Source: an optimization exercise on an open RTL-to-GDS flow (aim: small area, a short achievable clock period and few clock cycles per item). Production flows keep margins and buffers that such runs may drop.
The RTL was checked by simulation tests, not by an equivalence proof against the original design.
Power is estimated from default activity; no workload was simulated.

run A:
// alu_mdu
module alu_mdu #(
  parameter int unsigned WIDTH = 32,
  parameter int unsigned SHW   = 5
) (
  input  logic             clk,
  input  logic             rst_n,
  input  logic [WIDTH-1:0] busA,
  input  logic [WIDTH-1:0] busB,
  input  logic [4:0]       ALUctr,
  input  logic [SHW-1:0]   shamt,
  input  logic             start,
  output logic [WIDTH-1:0] Result,
  output logic             Zero,
  output logic             busy,
  output logic             done,
  output logic [WIDTH-1:0] hi,
  output logic [WIDTH-1:0] lo
);
make LEC_CHECK=0 ABC_AREA=1 CAP_MARGIN=30 CORE_MARGIN=2 CORE_UTILIZATION=40 SETUP_SLACK_MARGIN=2.0 SLEW_MARGIN=20 TNS_END_PERCENT=0 finish   # period 10.0 ns
run.sh (not shown) runs the stock make flow with config.mk's settings and CLKGATE_MAP_FILE= SYNTH_SCRIPT=/design/flow/synth_recipe.tcl, a recipe that flattens the netlist after the stock synthesis.
Run A: PASS, flow complete, no timing, DRC or antenna violations
Testbench counts of run A, summed over its fixed seeds: cycles 1,580, ops 320.
For run B, these inputs were changed with respect to run A:
Settings: SETUP_SLACK_MARGIN: 2.0 -> 2.5; PLACE_DENSITY: unset -> 0.8.
==> comparison <==
Termination of the worst setup path = Result[14]: run A; termination of the worst setup path = Zero: run B
Comparing run B and run A, the higher met3 layer usage reported by global route is on run B.
The number of multi-input combinational cells in the layout on run A is in line with that on run B.
Run B against run A: count of buffer and inverter cells on the critical path shows a reduction of 2; clock tree buffer count of the final layout lower; number of non-clock inverters in the layout closely matched the old numbers; wire length shows a reduction of 6900 um; number of fill cells in the layout decreased by about 2.8% relative to the old numbers.
Going from run A to run B, net switching power of the design increased about 1.4%; placed wire-length estimate after detailed placement decreased 5.1%.
The inputs of run C differ from those of run B as listed below.
Settings: PLACE_DENSITY removed (was 0.8); ABC_AREA removed (was 1).
Notes after the runs:
- Total number of vias of run C exceeds that of run B slightly.
- In the flow results for run C and run B, the met3 usage in global routing is larger on run C.
- On run C: number of non-clock inverters is about 50% lower than what run B gave.
- Per the comparison of run C with run B, total instance count after detailed placement -about 6%; logic depth of the worst setup path including buffers -5.
What run D does differently from run C at the input level:
Settings: SETUP_SLACK_MARGIN changed from 2.5 to 3.0; TNS_END_PERCENT removed (was 0); ABC_AREA newly set to 1.
- Run D | status: complete | timing, DRC, antenna: pass
- Taking run C as the reference, in run D maximum frequency from static timing analysis went up; fraction of synthesized cell area in xor and xnor cells went down; minimum period implied by the final worst setup slack went down.
- The run showing the greater post-synthesis to final-layout area growth is run D.
- Run D ended with more reg-to-reg setup timing slack than run C.
- The worst setup slack in run D was higher than what run C gave.
- Synthesized cell count: higher on run D
- Relative to run C, the wire length measured on run D has decreased by a few percent.
- Run D -> run C: number of clock buffers inserted by TritonCTS delta 0, exact match

========
alu_mdu again, from the RTL that the note above started with.
clock: 10.0 ns
lec_check: 0
abc_area: 1
cap_margin: 30
core_margin: 2
core_utilization: 40
setup_slack_margin: 3.0
slew_margin: 20
tns_end_percent: 0
Testbench counts at the start, summed over its fixed seeds: cycles 1,580, ops 320.
==> next run, changes <==
- CAP_MARGIN: 30 -> 10
- CORE_UTILIZATION: 40 -> 60
- SETUP_SLACK_MARGIN: 3.0 -> 2.0
- SLEW_MARGIN: 20 -> 10
Global-route usage goes up by 18 points; clock power rises by about 2%; wire length shrinks by 3.6%; synthesized area does not change; sequential power climbs by about 3%; cell area decreases by 1.6%; count of clock-buffer cells in the layout rises by 2; core utilization came out higher by 22 points; power came out higher by 3.8%; sequential cell count is unchanged; final cell count falls by 6.0%.
==> next run, changes <==
- CORE_UTILIZATION: 60 -> 40
- SETUP_SLACK_MARGIN: 2.0 -> 2.5
Result:
- maximum frequency rises by 2.1%
- register-to-register slack gets better by 0.31 ns
- worst setup slack gets better by 0.17 ns
- global-route usage shrinks by 18 points
- area after synthesis does not change
- non-clock buffer count is higher by 32
==> next run, changes <==
- CAP_MARGIN: 10 -> 30
- SLEW_MARGIN: 10 -> 20
After rerunning: Die area does not change. Setup slack improved by 0.14 ns. Synthesized area does not change. Sequential share of layout area stays flat. Worst hold slack hardly moves. Routed wire length decreases by 0.39%.
==> next run, changes <==
- SETUP_SLACK_MARGIN: 2.5 -> 1.2
Power grows by 1.2%.
Cell area shrinks by 1.7%.
Count of clock-buffer cells in the layout stays the same.
Routed wire length grows by 1.6%.
Area after synthesis does not change.
Cell count shrinks by 0.47%.
Hold slack gains 0.052 ns.
Die area is unchanged.
Synthesized cell count stays the same.

========
alu_mdu, a different RTL version from the one above (not shown whole).
Size: about 4500 cells after synthesis, ~28000 um^2 of cells after synthesis.
clock: 10.0 ns
lec_check: 0
abc_area: 1
cap_margin: 30
core_margin: 2
core_utilization: 40
setup_slack_margin: 0.5
slew_margin: 20
The baseline passed the timing, DRC and antenna checks.
Testbench counts at the start, summed over its fixed seeds: cycles 1,670, ops 320.
Change:
Settings changed: ABC_AREA 1 to not set.
Via count rose by 9.5%; core utilization rose by 0.43 points; global-route usage rose by 7.0 points.

-- separate check: timing with driven ports --
How much do the figures lean on ideal ports? The routed layouts below were timed once more, with nothing changed but the port constraints. Step 1 (the two cells are an assumption about what drives the block):
set clk [get_ports {clk}]
set_driving_cell -lib_cell sky130_fd_sc_hd__clkbuf_16 $clk
set_driving_cell -lib_cell sky130_fd_sc_hd__buf_2 [delete_from_list [all_inputs] $clk]
Step 2 also shifts input and output timing later by t, the mid clock arrival at the registers, as if the neighbouring blocks saw the same clock. Slacks: no drivers / after step 1 / after step 2; pairs: no drivers / after step 1.
run	t, ns	setup WS [ns]	worst setup path at the end	latest minus earliest clock arrival (ns)
run A	0.533	1.951 / 1.933 / 1.933	input to output	0.016 / 0.016
run B	0.540	1.983 / 1.940 / 1.940	input to output	0.013 / 0.013
run C	0.547	1.860 / 1.834 / 1.834	input to output	0.018 / 0.018
run D	0.558	1.992 / 1.965 / 1.965	input to output	0.020 / 0.020
the first run of note 2	0.546	2.080 / 2.033 / 2.033	input to output	0.021 / 0.021
the second run of note 2	0.536	1.770 / 1.746 / 1.746	input to output	0.016 / 0.016
the third run of note 2	0.548	1.936 / 1.873 / 1.873	input to output	0.018 / 0.018
the fourth run of note 2	0.546	2.080 / 2.033 / 2.033	input to output	0.021 / 0.021
the fifth run of note 2	0.534	1.112 / 1.080 / 1.080	input to output	0.023 / 0.023
the first run of note 3	0.524	0.863 / 0.839 / 0.839	input to output	0.014 / 0.014
the second run of note 3	0.565	0.605 / 0.581 / 0.581	input to output	0.035 / 0.035
After both steps setup and hold are still met in every run listed. For the third run of note 2, which loses most, drivers alone change the setup slack by -0.063 ns; drivers and shift together by -0.063 ns.
